Source: an optimization exercise on an open RTL-to-GDS flow (aim: a short achievable clock period, few clock cycles per item and low power). Production flows keep margins and buffers that such runs may drop. Only simulation tests tie the RTL to the original design; equivalence was not proved. Power and IR drop assume default switching activity.

==> flow/design.v, too long to show whole: its modules and the start of the top module <==
// module fp_round_pack: 99 lines
// module fp_mul_pipe: 2217 lines
// module fp_fa: 10 lines
// module fp_ha: 9 lines
module fp_mul_pipe (
   input  logic        clk,
   input  logic        rst,
   input  logic        in_valid,
   output logic        in_ready,
   input  logic [31:0] op1,
   input  logic [31:0] op2,
   output logic        out_valid,
   input  logic        out_ready,
   output logic [31:0] res,
   output logic [3:0]  flags
);
  // ...
==> flow/flow/run.sh <==
#!/bin/bash
set -euo pipefail
bash standard.sh SETUP_SLACK_MARGIN=6.3 finish > orfs_make.log 2>&1
==> flow/standard.sh <==
#!/bin/bash
# synth_recipe.tcl (not shown) runs the flow's synth.tcl, then flattens the netlist and writes it again
# the make line also repeats each setting of config.mk as NAME=value (left out here)
make -C /OpenROAD-flow-scripts/flow DESIGN_CONFIG=/design/flow/config.mk WORK_HOME=/design/flow/orfs CLKGATE_MAP_FILE= SYNTH_SCRIPT=/design/flow/synth_recipe.tcl "${@:-finish}"
==> flow/config.mk <==
export PLATFORM = sky130hd
export DESIGN_NAME = fp_mul_pipe
export DESIGN_NICKNAME = fp_mul_pipe
export VERILOG_FILES = /design/flow/design.v
export SDC_FILE = /design/flow/constraint.sdc
export NUM_CORES = 4
export LEC_CHECK = 0
export CAP_MARGIN = 20
export CORE_MARGIN = 2
export CORE_UTILIZATION = 40
export CTS_BUF_LIST = sky130_fd_sc_hd__clkbuf_8
export CTS_CLUSTER_DIAMETER = 60
export CTS_CLUSTER_SIZE = 20
export SLEW_MARGIN = 20
export SYNTH_HIERARCHICAL = 1
==> flow/constraint.sdc <==
create_clock -name core_clock -period 10.0 [get_ports {clk}]
set_input_delay 2.0000 -clock core_clock [delete_from_list [all_inputs] [get_ports {clk}]]
set_output_delay 2.0000 -clock core_clock [all_outputs]
set_load 0.01 [all_outputs]
==> metrics.cfg, run 1 <==
[outcome]
outcome=timing/DRC/antenna clean

[critical_path]
slowest_delay_ns=0.59
crit_top_cell=fa_1
start_kind=flop
critical_path_class=flop to flop
cp_slowest_cell=fa_2

[route]
drtAntennaViolNets=0
drt-initial-drc-count=1440
highest_layer=met4
wl_met3_um=4948

[sta]
max-slew-margin-rel_pct=33.39
fmax_ghz=0.2723
fin_crit_ns=3.672

[pwr]
power.density_nw_per_um2=297.8
total_power_w=0.008640
power_top_consumer=combinational logic
swShare_pct=41.18
p_leak_nw=10.69
pg_comb_w=0.00510

[grt]
grt_util_met2_pct=31.11
overflow=0
busiest_layer=met2
grt_pass1_vias=17966
grt_pass1_wl_um=100700
grt_util_met3_pct=2.807

[logic_synthesis]
async_flop_share_pct=2.540
syn_area_per_cell_um2=11.77
syn_area_um2=25460

[layout]
inverters=126
buffers=176
seq_cell_count=315
bufAreaShareNonClock_pct=7.534
mostFrequentLayoutCells=xnor2_1 (302), a22oi_1 (251), fa_1 (251)
fillerInstances=5709

[floorplanning]
design.die.area_um2=65680
initial_core_util_pct=40.44

[place]
port_buffers=105
dpl_cell_area_um2=27330

[hold_path]
hold_start=s0_sign$_DFF_P_

Testbench counts, summed over its fixed seeds: cycles 32,032, items 32,000.
==> module fp_round_pack, before the edit <==
module fp_round_pack (
   input  logic        sign,
   input  logic [1:0]  spec,    
   input  logic [9:0]  esum,    
   input  logic [25:0] ph,      
   input  logic        st,      
   output logic [31:0] res,
   output logic [3:0]  flags
);
   logic        p47;
   logic        rh, rl;         
   logic [22:0] fh, fl;         
   logic [22:0] ah, al;         
   logic [22:0] frac;
   logic        ch, cl, cry;
   logic        inx;
   logic [7:0]  a1, a2;         
   logic [7:0]  e0, e1, e2;
   logic [7:0]  exp8;
   logic [2:0]  ovf_k, unf_k;   
   logic        ovf, unf;
   assign p47 = ph[25];
   assign fh  = ph[24:2];
   assign fl  = ph[23:1];
   assign rh  = ph[1] & (ph[0] | st | ph[2]);
   assign rl  = ph[0] & (st | ph[1]);
   assign inx = p47 ? (ph[1] | ph[0] | st) : (ph[0] | st);
   genvar i;
   generate
      for (i = 0; i < 23; i++) begin : g_inc
         if (i == 0) begin : g0
            assign ah[i] = 1'b1;
            assign al[i] = 1'b1;
         end else begin : gi
            assign ah[i] = &fh[i-1:0];
            assign al[i] = &fl[i-1:0];
         end
      end
      for (i = 0; i < 8; i++) begin : g_exp
         if (i == 0) begin : g0
            assign a1[i] = 1'b1;
            assign a2[i] = 1'b0;
         end else if (i == 1) begin : g1
            assign a1[i] = esum[0];
            assign a2[i] = 1'b1;
         end else begin : gi
            assign a1[i] = &esum[i-1:0];
            assign a2[i] = &esum[i-1:1];
         end
      end
   endgenerate
   assign ch   = rh & (&fh);
   assign cl   = rl & (&fl);
   assign cry  = p47 ? ch : cl;
   assign frac = p47 ? (fh ^ ({23{rh}} & ah)) : (fl ^ ({23{rl}} & al));
   assign e0 = esum[7:0];
   assign e1 = esum[7:0] ^ a1;
   assign e2 = esum[7:0] ^ a2;
   assign ovf_k[0] = !esum[9] && (esum[8] || (&esum[7:0]));
   assign ovf_k[1] = !esum[9] && (esum[8] || (&esum[7:1]));
   assign ovf_k[2] = !esum[9] && (esum[8] || ((&esum[7:2]) && (esum[1] || esum[0])));
   assign unf_k[0] = esum[9] || (esum == 10'd0);
   assign unf_k[1] = esum[9];
   assign unf_k[2] = esum[9] && !(&esum[8:0]);
   always_comb begin
      if (p47 && cry) begin
         exp8 = e2;
         ovf  = ovf_k[2];
         unf  = unf_k[2];
      end else if (p47 || cry) begin
         exp8 = e1;
         ovf  = ovf_k[1];
         unf  = unf_k[1];
      end else begin
         exp8 = e0;
         ovf  = ovf_k[0];
         unf  = unf_k[0];
      end
      if (spec == 2'd3) begin
         res   = {sign, 31'h7FFFFFFF};
         flags = 4'b1000;
      end else if (spec == 2'd2) begin
         res   = {sign, 8'hFF, 23'h0};
         flags = 4'b0000;
      end else if (spec == 2'd1) begin
         res   = {sign, 31'h0};
         flags = 4'b0000;
      end else if (ovf) begin
         res   = {sign, 8'hFF, 23'h0};
         flags = 4'b0101;
      end else if (unf) begin
         res   = {sign, 31'h0};
         flags = 4'b0011;
      end else begin
         res   = {sign, exp8, frac};
         flags = {3'b000, inx};
      end
   end
endmodule
==> run 2: changes to the inputs <==
--- a/flow/design.v
+++ b/flow/design.v
@@ -12,17 +12,17 @@
    endfunction
    function automatic int fp_prod_w(input int man_w);
       fp_prod_w = 2 * man_w + 2;
    endfunction
 endpackage
 module fp_round_pack (
    input  logic        sign,
    input  logic [1:0]  spec,    
-   input  logic [9:0]  esum,    
+   input  logic [8:0]  esum,    
    input  logic [25:0] ph,      
    input  logic        st,      
    output logic [31:0] res,
    output logic [3:0]  flags
 );
    logic        p47;
    logic        rh, rl;         
    logic [22:0] fh, fl;         
@@ -64,25 +64,25 @@
             assign a2[i] = &esum[i-1:1];
          end
       end
    endgenerate
    assign ch   = rh & (&fh);
    assign cl   = rl & (&fl);
    assign cry  = p47 ? ch : cl;
    assign frac = p47 ? (fh ^ ({23{rh}} & ah)) : (fl ^ ({23{rl}} & al));
-   assign e0 = esum[7:0];
-   assign e1 = esum[7:0] ^ a1;
-   assign e2 = esum[7:0] ^ a2;
-   assign ovf_k[0] = !esum[9] && (esum[8] || (&esum[7:0]));
-   assign ovf_k[1] = !esum[9] && (esum[8] || (&esum[7:1]));
-   assign ovf_k[2] = !esum[9] && (esum[8] || ((&esum[7:2]) && (esum[1] || esum[0])));
-   assign unf_k[0] = esum[9] || (esum == 10'd0);
-   assign unf_k[1] = esum[9];
-   assign unf_k[2] = esum[9] && !(&esum[8:0]);
+   assign e0 = esum[7:0] ^ 8'h80;
+   assign e1 = (esum[7:0] ^ a1) ^ 8'h80;
+   assign e2 = (esum[7:0] ^ a2) ^ 8'h80;
+   assign ovf_k[0] = esum[8] && (esum[7] || (&esum[6:0]));
+   assign ovf_k[1] = esum[8] && (esum[7] || (&esum[6:1]));
+   assign ovf_k[2] = esum[8] && (esum[7] || ((&esum[6:2]) && (esum[1] || esum[0])));
+   assign unf_k[0] = !esum[8] && (!esum[7] || (esum[6:0] == 7'd0));
+   assign unf_k[1] = !esum[8] && !esum[7];
+   assign unf_k[2] = !esum[8] && !esum[7] && !(&esum[6:0]);
    always_comb begin
       if (p47 && cry) begin
          exp8 = e2;
          ovf  = ovf_k[2];
          unf  = unf_k[2];
       end else if (p47 || cry) begin
          exp8 = e1;
          ovf  = ovf_k[1];
@@ -124,35 +124,36 @@
    input  logic        out_ready,
    output logic [31:0] res,
    output logic [3:0]  flags
 );
    logic        en;         
    logic        v0, v1, v2;
    logic [1:0]  sk_n;       
    logic        sk_full;
-   logic [35:0] sk1, sk2;
+   logic [32:0] sk1, sk2;     
+   logic [3:0]  sk1_flags;
    logic        deliver, arrive, take;
    logic        sn0, sn1, sn2, ld1, ld2;
    logic        s0_sign;
    logic [1:0]  s0_spec;
    logic [8:0]  s0_esum;     
    logic [22:0] s0_fa;
    logic [11:0] s0_one, s0_two;
    logic [10:0] s0_neg;
    logic [11:0] enc_one, enc_two;
    logic [10:0] enc_neg;
    logic        s1_sign;
    logic [1:0]  s1_spec;
-   logic [9:0]  s1_esum;
+   logic [8:0]  s1_esum;
    logic [47:11] s1_x, s1_y;
    logic        s1_lc, s1_lz;
    logic        s2_sign;
    logic [1:0]  s2_spec;
-   logic [9:0]  s2_esum;
+   logic [8:0]  s2_esum;     
    logic [25:0] s2_ph;
    logic        s2_st;
    logic [23:0] ma, mb;
    logic [24:0] bx;
    logic [11:0] b_one, b_two;
    logic [10:0] b_neg;
    logic [47:0] cs_x, cs_y;
    logic        lo_c, lo_z;
@@ -2035,17 +2036,17 @@
    assign lo_zt[8] = ~((cs_x[8] ^ cs_y[8]) ^ (cs_x[7] | cs_y[7]));
    assign lo_zt[9] = ~((cs_x[9] ^ cs_y[9]) ^ (cs_x[8] | cs_y[8]));
    assign lo_zt[10] = ~((cs_x[10] ^ cs_y[10]) ^ (cs_x[9] | cs_y[9]));
    assign lo_z = &lo_zt;
    always_ff @(posedge clk) begin
       if (en) begin
          s1_sign <= s0_sign;
          s1_spec <= s0_spec;
-         s1_esum <= {1'b0, s0_esum} - 10'd127;
+         s1_esum <= s0_esum;
          s1_x    <= cs_x[47:11];
          s1_y    <= cs_y[47:11];
          s1_lc   <= lo_c;
          s1_lz   <= lo_z;
       end
    end
    assign zt[11] = ~((s1_x[11] ^ s1_y[11]) ^ s1_lc);
    always_comb begin
@@ -2272,17 +2273,17 @@
    assign ph[22] = ap44 ^ (ug29 | (up29 & c22));
    assign ph[23] = ap45 ^ (ug40 | (up40 & c22));
    assign ph[24] = ap46 ^ (ug22 | (up22 & c22));
    assign ph[25] = ap47 ^ (ug41 | (up41 & c22));
    always_ff @(posedge clk) begin
       if (en) begin
          s2_sign <= s1_sign;
          s2_spec <= s1_spec;
-         s2_esum <= s1_esum;
+         s2_esum <= s1_esum + 9'd1;
          s2_ph   <= ph;
          s2_st   <= ~(s1_lz & (&zt));
       end
    end
    fp_round_pack u_round_pack (
       .sign  (s2_sign),
       .spec  (s2_spec),
       .esum  (s2_esum),
@@ -2314,25 +2315,29 @@
             2'b10:   sk_n <= (sk_n == 2'd0) ? 2'd0 : sk_n - 2'd1;
             2'b01:   sk_n <= sk_n + 2'd1;
             default: sk_n <= sk_n;
          endcase
          sk_full  <= (sk_n == 2'd2 && !take) || (sk_n == 2'd1 && !take && arrive);
          in_ready <= (sk_n == 2'd0 && (take || !arrive)) || (sk_n == 2'd1 && take && !arrive);
       end
    end
+   assign sk1_flags = {(&sk1[30:23]) && (|sk1[22:0]),
+                       (&sk1[30:23]) && !(|sk1[22:0]) && sk1[32],
+                       !(|sk1[30:23]) && sk1[32],
+                       sk1[32]};
    assign sn0     = (sk_n == 2'd0);
    assign sn1     = (sk_n == 2'd1);
    assign sn2     = (sk_n == 2'd2);
    assign ld1     = out_ready ? !sn0 : (out_valid ? (arrive && sn0) : !sn0);
    assign ld2     = !out_ready && out_valid && arrive && sn1;
    always_ff @(posedge clk) begin
-      if (take) {flags, res} <= sn0 ? {rp_flags, rp_res} : sk1;
-      if (ld1)  sk1 <= sn2 ? sk2 : {rp_flags, rp_res};
-      if (ld2)  sk2 <= {rp_flags, rp_res};
+      if (take) {flags, res} <= sn0 ? {rp_flags, rp_res} : {sk1_flags, sk1[31:0]};
+      if (ld1)  sk1 <= sn2 ? sk2 : {rp_flags[0], rp_res};
+      if (ld2)  sk2 <= {rp_flags[0], rp_res};
    end
 endmodule
 module fp_fa (
    input  logic a,
    input  logic b,
    input  logic c,
    output logic s,
    output logic co
==> flow/flow/run.sh (replaced) <==
#!/bin/bash
set -euo pipefail
bash standard.sh SETUP_SLACK_MARGIN=6.1 finish > orfs_make.log 2>&1
==> run 2 against run 1 <==
Net effect: still clean on timing, DRC and antenna; die area fell by 1.6%; register-to-register slack worse by 0.11 ns; combinational power shrank 3%; sequential share of layout area rose by 0.24 points; cell count fell by 0.81%; global-route usage grew 0.83 points; clock power fell by 4.7%; critical path depth shrank 1; critical path type unchanged; highest routed layer unchanged.
==> metrics.cfg, run 2 <==
[route]
vias_per_cell=5.597
dr.pass1.iters=6
drt-initial-drc-count=1424  ; -1.1%
wl_um=63000
wl_per_cell_um=20.64
route.detailed.drc=0
drtAntennaViolNets=0  ; unchanged
vias=17088

[logic_synthesis]
syn_area_per_cell_um2=11.57  ; -1.7%
yosysTopAreaCell=edfxtp_1
syn_area_um2=25040  ; -1.6%
post-synth-top-count-cell=xnor2_1
synth_area_leaders=edfxtp_1 (27%), fa_1 (21%), xnor2_1 (10%)
seq_area_frac_synth_pct=33.86
synth-edff-count=229
ys_ff_latch=307
netlist_top_cells_count=xnor2_1 (294), a22oi_1 (263), fa_1 (257)
synthDistinctLibCells=77
syn_nets=2617
synth_top_area_share_pct=27.46
async_flop_share_pct=2.606  ; +0.066 points
syn-instance-count=2165
yosysWarnings=8
synthFlopType=edfxtp_1

[flow_run]
maxCapViolCount=0

[sta]
fin_ws_ns=6.219
worstMarginPinSlew_ns=1.063
hold_viol_final=0
maxSlewViolCount=0
clock_skew_ns=0.09868
grt_setup_unrepaired=true
period_share_pct=37.81
max-slew-margin-rel_pct=28.86  ; -4.5 points
fin_tns_setup_ns=0
setup_violations=0
fin_crit_ns=3.781  ; +0.1091 ns
fmax_ghz=0.2645  ; -2.9%

[grt]
grt_max_degree=74
grt_pass1_vias=18137  ; +0.95%
grt_pass1_wl_um=100500  ; -0.14%
antenna_found_initial=2
overflow=0  ; unchanged
track_usage_pct=19.83

[floorplanning]
core-area_um2=61830
fp.dieW_um=254.2
fp.dieH_um=254.2
pin_count=106
design.die.area_um2=64620  ; -1.6%
initial_core_util_pct=40.50  ; +0.068 points
row_count=91

[layout]
final_common_cell=xnor2_1
mostFrequentLayoutCells=xnor2_1 (294), a22oi_1 (263), fa_1 (257)
area_delta_synth_final_pct=11.05
drive_above_1_share_pct=9.481
nets=2643
largestRegisters=s1_x x37, s1_y x37

[clock_tree]
clk_pin_slew_ns=0.12
cts_tree=yes
htreeDepth=1
numCtsBuffers=30
cts_buffer_depth=3
root_buffer=clkbuf_8
cts.sink_count=307
insertion_delay_ns=0.72

[critical_path]
end_kind=flop
critPathMaxFanout=27
cp.required_ns=10.46
critical_path_class=flop to flop
start_kind=flop
cp.arrival_ns=4.24

[hold_path]
hold_class=flop to flop

[pwr]
p_leak_nw=10.30  ; -3.6%
power.density_nw_per_um2=302.7  ; +1.6%
max-vdd-ir-drop_uv=222.5

[place]
gp_congestion=0.8617
dp_hpwl_um=42840
place_ws_ns=5.205
port_buffers=105  ; unchanged

[outcome]
outcome=timing/DRC/antenna clean

[run 2: changes by cell type in the layout (fill, tap and decap cells not counted), sizes merged, moves of 10 or more]
cell | previous run | this run
xnor2 | 304 | 294
o21ai | 41 | 56
clkbuf | 41 | 31
a21oi | 62 | 75
[run 2: Yosys stat by module (local to each module, per instance)]
module         times used  cell area (µm²)  flip-flops and latches  cells inside
fp_fa                 254            20.02                       0             1
fp_mul_pipe             1            17880                     307          1596
fp_round_pack           1             1678                       0           283
fp_ha                  32            12.51                       0             1
[run 2: critical path, stage by stage (launching register included)]
cell and delay (ns):
dfxtp_1 0.33, buf_4 0.48, xnor2_1 0.19, fa_1 0.59
fa_1 0.47, fa_1 0.41, fa_1 0.59, fa_1 0.43
[run 2: final timing paths]
check                                        start                     to  slack [ns]  cells past startpoint
worst max-delay path             s0_neg[5]$_DFF_P_     s1_y[30]$_DFFE_PN_        6.22                      7
worst min-delay path            s0_esum[3]$_DFF_P_   s1_esum[3]$_DFFE_PN_        0.42                      0
worst max register to register   s0_neg[5]$_DFF_P_     s1_y[30]$_DFFE_PN_        6.22                      7
worst min register to register  s0_esum[3]$_DFF_P_   s1_esum[3]$_DFFE_PN_        0.42                      0
max in group asynchronous                      rst    sk_n[0]$_DFFE_PN0P_        8.22                      1
min in group asynchronous                      rst  out_valid$_DFFE_PN0N_        1.53                      1
[run 2: cell families (layout without fill, tap and decap cells)]
| family | after synthesis | count (layout) | synth area share [%] |
|---|---|---|---|
| AO/OA/AOI/OAI | 486 | 486 | 13.66 |
| adder cells (fa/ha/maj) | 384 | 384 | 26.89 |
| XOR/XNOR | 354 | 354 | 12.38 |
| flip-flops | 307 | 307 | 33.86 |
| buffers and inverters | 293 | 343 | 4.472 |
| AND/OR/NAND/NOR | 270 | 270 | 5.586 |
| multiplexers | 70 | 70 | 3.138 |
| other | 1 | 2 | 0.01498 |
[run 2: where the power goes]
part | leakage [nW] | switching [W] | internal [W]
sequential | 3.02 | 0.000289 | 0.00230
clock | 0.373 | 0.000519 | 0.000356
combinational | 6.91 | 0.00267 | 0.00228
[run 2: cell type report]
type	instances	area, µm²
inverter	127	479.2
clock buffer	31	426.7
sequential	307	8499
fill	5610	34020
timing repair buffer	160	1582
tap	837	1047
multi-input combinational	1565	15510
clock inverter	25	265.3
antenna	1	2.502
[run 2: timing repair]
action	in CTS	in global routing
buffers inserted	1	0
setup endpoints to repair	75	31
hold buffers	0	0
gates resized for setup	12	37
pin swaps	1	1
[run 2: routing by layer]
| metal | global-route usage, % | part of all wire [%] | up-vias | routed length, µm |
|---|---|---|---|---|
| li1 | - | - | 7752 | - |
| met1 | 26.60 | 43 | 8478 | 27050 |
| met2 | 32.57 | 47 | 714 | 29390 |
| met3 | 3.327 | 7.5 | 144 | 4701 |
| met4 | 6.908 | 2.9 | 0 | 1853 |
| met5 | 0 | 0 | - | 0 |
[run 2: through the flow]
step	cells	utilization (%)	hold slack [ns]	cell area (µm²)	total power, W
detailed placement	2995	43.55	0.3902	26920	0.007548
floorplan	2165	-	0.3855	25060	0.006035
global route	3053	44.98	0.4263	27810	0.009281
CTS	3052	44.73	0.4188	27660	0.008464
finish	3053	44.98	0.4162	27810	0.008417
global placement	2995	43.55	0.3875	26920	0.007408
Testbench counts of run 2, summed over its fixed seeds: cycles 32,032, items 32,000.
==> run 3: changes to the inputs <==
==> flow/flow/run.sh (replaced) <==
#!/bin/bash
set -euo pipefail
bash standard.sh SETUP_SLACK_MARGIN=6.3 finish > orfs_make.log 2>&1
==> run 3 against run 2 <==
Net effect: still clean; fmax up 3.0%; clock skew down 0.039 ns; combinational power up 5.2%; critical endpoint is now sk2[28]$_DFFE_PP_; largest power group unchanged.
==> metrics.cfg, run 3 <==
[layout]
largestRegisters=s1_x x37, s1_y x37
postLayoutCoreUtil_pct=46.77  ; +1.8 points
final_common_cell=xnor2_1
nets=2672  ; +1.1%
mostFrequentLayoutCells=xnor2_1 (291), a22oi_1 (251), fa_1 (249)
drive_above_1_share_pct=12.57  ; +3.1 points
area_delta_synth_final_pct=15.47
stdcell_count=3082  ; +0.95%

[logic_synthesis]
syn_area_per_cell_um2=11.57  ; unchanged
syn_nets=2617  ; unchanged
synth_top_area_share_pct=27.46  ; unchanged
synth-edff-count=229  ; unchanged
ys_ff_latch=307  ; unchanged
seq_area_frac_synth_pct=33.86  ; unchanged
synthFlopType=edfxtp_1
post-synth-top-count-cell=xnor2_1
netlist_top_cells_count=xnor2_1 (294), a22oi_1 (263), fa_1 (257)
syn-instance-count=2165  ; unchanged
yosysTopAreaCell=edfxtp_1
async_flop_share_pct=2.606  ; unchanged
synthDistinctLibCells=77  ; unchanged
yosysWarnings=8  ; unchanged
synth_area_leaders=edfxtp_1 (27%), fa_1 (21%), xnor2_1 (10%)
syn_area_um2=25040  ; unchanged

[clock_tree]
root_buffer=clkbuf_8
cts.sink_count=307  ; unchanged
numCtsBuffers=30  ; unchanged
insertion_delay_ns=0.69  ; -0.03 ns
hold_buffers=0  ; unchanged
clk_pin_slew_ns=0.11  ; about the same
cts_tree=yes
htreeDepth=1  ; unchanged
cts_buffer_depth=3  ; unchanged

[route]
wl_per_cell_um=21.65  ; +4.9%
drt-initial-drc-count=1791  ; +26%
vias_per_cell=5.664  ; +1.2%
wl_um=66710  ; +5.9%
highest_layer=met5
drtAntennaViolNets=0  ; unchanged
route.detailed.drc=0  ; unchanged
drt-met1-wl_um=27630  ; +2.1%
vias=17456  ; +2.2%
wl_met3_um=5043  ; +7.3%
wl_met2_um=31220  ; +6.2%
dr.pass1.iters=7  ; +1

[floorplanning]
pin_count=106  ; unchanged
core-area_um2=61830  ; unchanged
fp.dieH_um=254.2  ; unchanged
design.die.area_um2=64620  ; unchanged
row_count=91  ; unchanged
initial_core_util_pct=40.50  ; unchanged
fp.dieW_um=254.2  ; unchanged

[critical_path]
ff2ff_setup_slack_ns=6.33  ; +0.11 ns
critPathMaxFanout=38  ; +41%
cp.arrival_ns=3.96  ; -0.28 ns
critPathCapture=sk2[28]$_DFFE_PP_
cp.required_ns=10.29  ; -0.17 ns
end_kind=flop
critical_path.startpoint=out_ready
r2r-start=s0_one[7]$_DFF_P_
r2r-end=s1_y[26]$_DFFE_PN_
start_kind=primary input
critical_path_class=primary input to flop
rr_worst_depth=8  ; +1

[sta]
fmax_ghz=0.2723  ; +3.0%
period_share_pct=36.72  ; -1.1 points
fin_tns_setup_ns=0  ; unchanged
maxSlewViolCount=0  ; unchanged
fin_ws_ns=6.328  ; +0.1086 ns
grt_setup_unrepaired=true
setup_violations=0  ; unchanged
worstMarginPinSlew_ns=1.037  ; -0.02626 ns
max-slew-margin-rel_pct=30.88  ; +2.0 points
fin_crit_ns=3.672  ; -0.1086 ns
hold_viol_final=0  ; unchanged
clock_skew_ns=0.05923  ; -0.03945 ns

[pwr]
swShare_pct=41.36  ; about the same
power.density_nw_per_um2=302.1  ; -0.19%
pwr-share-clk_pct=10.9  ; +0.5 points
switchingPower_w=0.003613  ; +3.8%
total_power_w=0.008736  ; +3.8%
seqPwrFrac_pct=29.4  ; -1.3 points
max-vdd-ir-drop_uv=193.0  ; -13%
p_leak_nw=10.71  ; +4.0%
internal-power_w=0.005123  ; +3.8%
combPwrFrac_pct=59.7  ; +0.8 points

[flow_run]
maxCapViolCount=0  ; unchanged

[grt]
grt_pass1_vias=18176  ; +0.22%
track_usage_pct=20.04  ; +0.21 points
grt_pass1_wl_um=101500  ; +0.97%
grt_max_degree=73  ; -1.4%
overflow=0  ; unchanged
antenna_found_initial=2  ; unchanged

[place]
port_buffers=105  ; unchanged
dp_cells=2996  ; +0.033%
dp_hpwl_um=43440  ; +1.4%
gp_congestion=0.8868  ; +2.9%
place_ws_ns=5.520  ; +0.3153 ns

[outcome]
outcome=timing/DRC/antenna clean

[hold_path]
hold_class=flop to flop

-- run 3: cell counts after synthesis --
No cell type changed its count.
-- run 3: through the flow --
| step | area (µm²) | hold WS, ns |
|---|---|---|
| after global routing | 28920 | 0.4120 |
| after floorplan | 25090 | 0.3855 |
| after detailed placement | 26940 | 0.3887 |
| after global placement | 26940 | 0.3870 |
| after CTS | 27890 | 0.4044 |
| final | 28920 | 0.4019 |
-- run 3: cell type report --
cell class,instances,area (µm²)
Sequential cell,307,8556
Antenna cell,1,2.502
Tap cell,837,1047
Clock buffer,33,454.2
Timing Repair Buffer,188,2404
Inverter,127,483.0
Multi-Input combinational cell,1566,15630
Fill cell,5558,32910
Clock inverter,23,335.3
-- run 3: worst max-delay path, stage by stage --
cell	delay, ns
clkdlybuf4s50_1	0.41
nand2b_4	0.38
inv_1	0.36
ha_1	0.32
and2_4	0.48
-- run 3: Yosys stat by module, one instance, submodules excluded --
module | area [µm²] | copies in the design | flops+latches | cells
fp_mul_pipe | 17880 | 1 | 307 | 1596
fp_round_pack | 1678 | 1 | 0 | 283
fp_fa | 20.02 | 254 | 0 | 1
fp_ha | 12.51 | 32 | 0 | 1
-- run 3: per-layer routing --
| metal | vias to the layer above | global-route usage (%) |
|---|---|---|
| met4 | 2 | 6.387 |
| met1 | 8638 | 26.84 |
| met2 | 810 | 33.11 |
| met5 | - | 0 |
| met3 | 186 | 3.521 |
| li1 | 7820 | - |
-- run 3: power groups by stage --
stage | Sequential [W] | Combinational, W | Clock, W
finish | 0.00257 | 0.00522 | 0.000950
global route | 0.00263 | 0.00587 | 0.00103
global placement | 0.00258 | 0.00490 | 0
floorplan | 0.00254 | 0.00350 | 0
CTS | 0.00257 | 0.00510 | 0.000984
detailed placement | 0.00259 | 0.00505 | 0
-- run 3: worst min path at each step --
stage                                 to                from  slack (ns)  cells past startpoint
floorplan           s1_esum[0]$_DFFE_PN_  s0_esum[0]$_DFF_P_        0.39                      0
global placement    s1_esum[2]$_DFFE_PN_  s0_esum[2]$_DFF_P_        0.39                      0
detailed placement  s1_esum[4]$_DFFE_PN_  s0_esum[4]$_DFF_P_        0.39                      0
CTS                 s1_esum[6]$_DFFE_PN_  s0_esum[6]$_DFF_P_        0.40                      0
global route        s1_esum[7]$_DFFE_PN_  s0_esum[7]$_DFF_P_        0.41                      0
finish              s1_esum[6]$_DFFE_PN_  s0_esum[6]$_DFF_P_        0.40                      0
-- run 3: repair_timing --
item | CTS | global route
gates cloned | 1 | 15
resized for setup | 42 | 146
pin swaps | 2 | 28
setup buffers | 1 | 12
endpoints found under the setup margin | 133 | 113
-- run 3: kinds of logic (layout without fill, tap and decap cells) --
family,after synthesis,count (layout),synth area share (%)
AOI/OAI and AO/OA,486,487,13.66
xor gates and xnor gates,354,354,12.38
adders and majority gates,384,384,26.89
buffers and inverters,293,371,4.472
DFF,307,307,33.86
muxes,70,70,3.138
other,1,2,0.01498
and+or+nand+nor,270,270,5.586
==> run 4: changes to the inputs <==
==> flow/flow/run.sh (replaced) <==
#!/bin/bash
set -euo pipefail
bash standard.sh SETUP_SLACK_MARGIN=6.2 finish > orfs_make.log 2>&1
==> run 4 against run 3 <==
Net effect: global-route usage is 0.13 points higher; still clean on timing, DRC and antenna; cell count fell by 0.91%; design area fell by 3.4%; critical endpoint is now s1_y[29]$_DFFE_PN_; clock-buffer cell count decreased by 5; largest cell class unchanged; register-to-register slack got worse by 0.05 ns; sequential power barely moved; core utilization is 1.6 points lower; die area unchanged.
==> metrics.cfg, run 4 <==
[layout]
final_common_cell=xnor2_1
drive_above_1_share_pct=9.567  ; -3.0 points
nets=2646  ; -0.97%
postLayoutCoreUtil_pct=45.17  ; -1.6 points
largestRegisters=s1_x x37, s1_y x37
mostFrequentLayoutCells=xnor2_1 (294), a22oi_1 (263), fa_1 (257)
area_delta_synth_final_pct=11.53

[logic_synthesis]
syn_area_um2=25040  ; unchanged
synthFlopType=edfxtp_1
yosysTopAreaCell=edfxtp_1
seq_area_frac_synth_pct=33.86  ; unchanged
synth_area_leaders=edfxtp_1 (27%), fa_1 (21%), xnor2_1 (10%)
async_flop_share_pct=2.606  ; unchanged
syn_area_per_cell_um2=11.57  ; unchanged
netlist_top_cells_count=xnor2_1 (294), a22oi_1 (263), fa_1 (257)
ys_ff_latch=307  ; unchanged
yosysWarnings=8  ; unchanged
post-synth-top-count-cell=xnor2_1
syn-instance-count=2165  ; unchanged
syn_nets=2617  ; unchanged
synthDistinctLibCells=77  ; unchanged
synth-edff-count=229  ; unchanged
synth_top_area_share_pct=27.46  ; unchanged

[sta]
setup_violations=0  ; unchanged
grt_setup_unrepaired=true
fin_crit_ns=3.727  ; +0.05457 ns
fmax_ghz=0.2683  ; -1.5%
period_share_pct=37.27  ; +0.55 points
maxSlewViolCount=0  ; unchanged
max-slew-margin-rel_pct=34.30  ; +3.4 points
clock_skew_ns=0.05130  ; -0.007934 ns
worstMarginPinSlew_ns=0.9855  ; -0.05130 ns
fin_tns_setup_ns=0  ; unchanged
hold_viol_final=0  ; unchanged

[clock_tree]
cts_tree=yes
cts_buffer_depth=3  ; unchanged
hold_buffers=0  ; unchanged
insertion_delay_ns=0.69  ; about the same
cts.sink_count=307  ; unchanged
clk_pin_slew_ns=0.11  ; about the same
root_buffer=clkbuf_8
htreeDepth=1  ; unchanged
numCtsBuffers=28  ; -6.7%

[critical_path]
ff2ff_setup_slack_ns=6.27  ; -0.05 ns
rr_worst_depth=8  ; unchanged
cp.required_ns=10.43  ; +0.14 ns
cp.arrival_ns=4.16  ; +0.20 ns
end_kind=flop
critPathMaxFanout=25  ; -34%
critical_path.startpoint=s0_fa[16]$_DFF_P_
critical_path_class=flop to flop
start_kind=flop
critPathCapture=s1_y[29]$_DFFE_PN_
r2r-end=s1_y[29]$_DFFE_PN_
r2r-start=s0_fa[16]$_DFF_P_

[route]
vias_per_cell=5.586  ; -1.4%
wl_per_cell_um=20.97  ; -3.1%
wl_um=64050  ; -4.0%
drtAntennaViolNets=0  ; unchanged
drt-initial-drc-count=1337  ; -25%
dr.pass1.iters=6  ; -1
vias=17061  ; -2.3%
route.detailed.drc=0  ; unchanged

[pwr]
p_leak_nw=10.33  ; -3.6%
combPwrFrac_pct=59.5  ; -0.2 points
switchingPower_w=0.003499  ; -3.2%
swShare_pct=41.38  ; about the same
internal-power_w=0.004957  ; -3.2%
max-vdd-ir-drop_uv=239.6  ; +24%
seqPwrFrac_pct=30.3  ; +0.9 points
power.density_nw_per_um2=302.8  ; +0.22%
pwr-share-clk_pct=10.2  ; -0.7 points

[grt]
grt_pass1_vias=18108  ; -0.37%
track_usage_pct=20.18  ; +0.13 points
overflow=0  ; unchanged
antenna_found_initial=2  ; unchanged
grt_max_degree=74  ; +1.4%
grt_pass1_wl_um=102400  ; +0.88%

[floorplanning]
design.die.area_um2=64620  ; unchanged
fp.dieW_um=254.2  ; unchanged
core-area_um2=61830  ; unchanged
fp.dieH_um=254.2  ; unchanged
pin_count=106  ; unchanged
row_count=91  ; unchanged
initial_core_util_pct=40.50  ; unchanged

[place]
dp_hpwl_um=43830  ; +0.91%
port_buffers=105  ; unchanged
gp_congestion=0.8627  ; -2.7%

[flow_run]
maxCapViolCount=0  ; unchanged

[hold_path]
holdPathStages=0  ; unchanged
hold_class=flop to flop

[outcome]
outcome=timing/DRC/antenna clean

==> run 4: power by group through the flow <==
| stage | registers, W | logic [W] | clock network (W) |
|---|---|---|---|
| after global placement | 0.00258 | 0.00481 | 0 |
| after CTS | 0.00257 | 0.00502 | 0.000897 |
| after detailed placement | 0.00260 | 0.00498 | 0 |
| final | 0.00257 | 0.00503 | 0.000862 |
| after global routing | 0.00263 | 0.00569 | 0.000934 |
| after floorplan | 0.00254 | 0.00349 | 0 |
==> run 4: Yosys stat by module, one instance, submodules excluded <==
module,cells,cell area [µm²],copies in the design,flip-flops and latches
fp_ha,1,12.51,32,0
fp_round_pack,283,1678,1,0
fp_mul_pipe,1596,17880,1,307
fp_fa,1,20.02,254,0
==> run 4: per-stage QoR <==
step           power [W]  hold slack (ns)  instances  worst slack, ns  cell area [µm²]
3_5_place_dp    0.007577           0.3887       2997            5.523            26940
6_report        0.008456           0.4140       3054            6.273            27930
4_1_cts         0.008488           0.4155       3050            6.201            27670
2_1_floorplan   0.006036           0.3855       2165            6.213            25090
3_3_place_gp    0.007387           0.3864       2997            5.609            26940
5_1_grt         0.009254           0.4231       3054            6.141            27930
==> run 4: area by class of cell <==
| cell class | count | area [µm²] |
|---|---|---|
| antenna | 1 | 2.502 |
| fill | 5652 | 33900 |
| clock buffer | 28 | 385.4 |
| inverter | 127 | 479.2 |
| clock inverter | 24 | 289.0 |
| sequential | 307 | 8504 |
| multi-input combinational | 1565 | 15490 |
| tap | 837 | 1047 |
| timing repair buffer | 165 | 1725 |
==> run 4: per-layer routing <==
layer	track usage, %	wire [µm]	vias up
met5	0	0	-
met1	26.76	27220	8481
met3	3.256	4618	136
met4	6.151	1804	0
li1	-	-	7750
met2	33.97	30400	694
==> run 4: worst min path at each step <==
stage / start / end / slack, ns
after global placement: s0_esum[2]$_DFF_P_ / s1_esum[2]$_DFFE_PN_ / 0.39
after CTS: s0_esum[5]$_DFF_P_ / s1_esum[5]$_DFFE_PN_ / 0.42
after floorplan: s0_esum[0]$_DFF_P_ / s1_esum[0]$_DFFE_PN_ / 0.39
after detailed placement: s0_esum[4]$_DFF_P_ / s1_esum[4]$_DFFE_PN_ / 0.39
after global routing: s0_esum[4]$_DFF_P_ / s1_esum[4]$_DFFE_PN_ / 0.42
final: s0_esum[5]$_DFF_P_ / s1_esum[5]$_DFFE_PN_ / 0.41
==> run 4: timing repair <==
| action | 4_1_cts | 5_1_grt |
|---|---|---|
| endpoints found under the setup margin | 69 | 75 |
| resized for setup | 15 | 56 |
| buffers inserted | 1 | 2 |
| pin swaps | 1 | 7 |
| gates cloned | 0 | 0 |
==> run 4: critical path, stage by stage, from the launching register on <==
cell and delay, ns:
dfxtp_1 0.35, buf_8 0.24, a22oi_1 0.16, xnor2_1 0.24, fa_1 0.49, fa_1 0.53
fa_1 0.42, fa_1 0.60, fa_1 0.43
==> run 4: logic make-up (layout without fill, tap and decap cells) <==
family | Yosys count | after routing | synth area share [%]
AND/OR/NAND/NOR | 270 | 270 | 5.586
flip-flops | 307 | 307 | 33.86
XOR/XNOR | 354 | 354 | 12.38
multiplexers | 70 | 70 | 3.138
other | 1 | 2 | 0.01498
buffers and inverters | 293 | 344 | 4.472
adder cells (fa/ha/maj) | 384 | 384 | 26.89
AO/OA/AOI/OAI | 486 | 486 | 13.66

re-timing with driven ports:
The results above use ideal ports. As a check the final layouts listed here were re-extracted and re-timed, cells and wires unchanged. Step 1 assumes that a clkbuf_16 drives the clock port and a buf_2 every other input. Step 2 also shifts input and output timing later by t, the mid clock arrival at the registers, as if the neighbouring blocks saw the same clock. Slacks: ideal / step 1 / step 2; pairs: ideal / step 1.
| run | t, ns | setup slack, ns | worst setup path after step 2 | worst data-port slew with drivers (ns) | cell pins on the clock port's net |
|---|---|---|---|---|---|
| run 1 | 0.728 | 6.328 / 6.328 / 5.747 | input to register | 0.05 | 1 |
| run 2 | 0.721 | 6.219 / 6.219 / 5.651 | input to register | 0.05 | 1 |
| run 3 | 0.713 | 6.328 / 6.328 / 5.634 | input to register | 0.05 | 1 |
| run 4 | 0.716 | 6.273 / 6.273 / 5.762 | input to register | 0.04 | 1 |
After both steps every run listed still meets setup and hold. The setup slack of run 3, which loses most, moves by 0.000 ns with the drivers and by -0.694 ns with both steps.
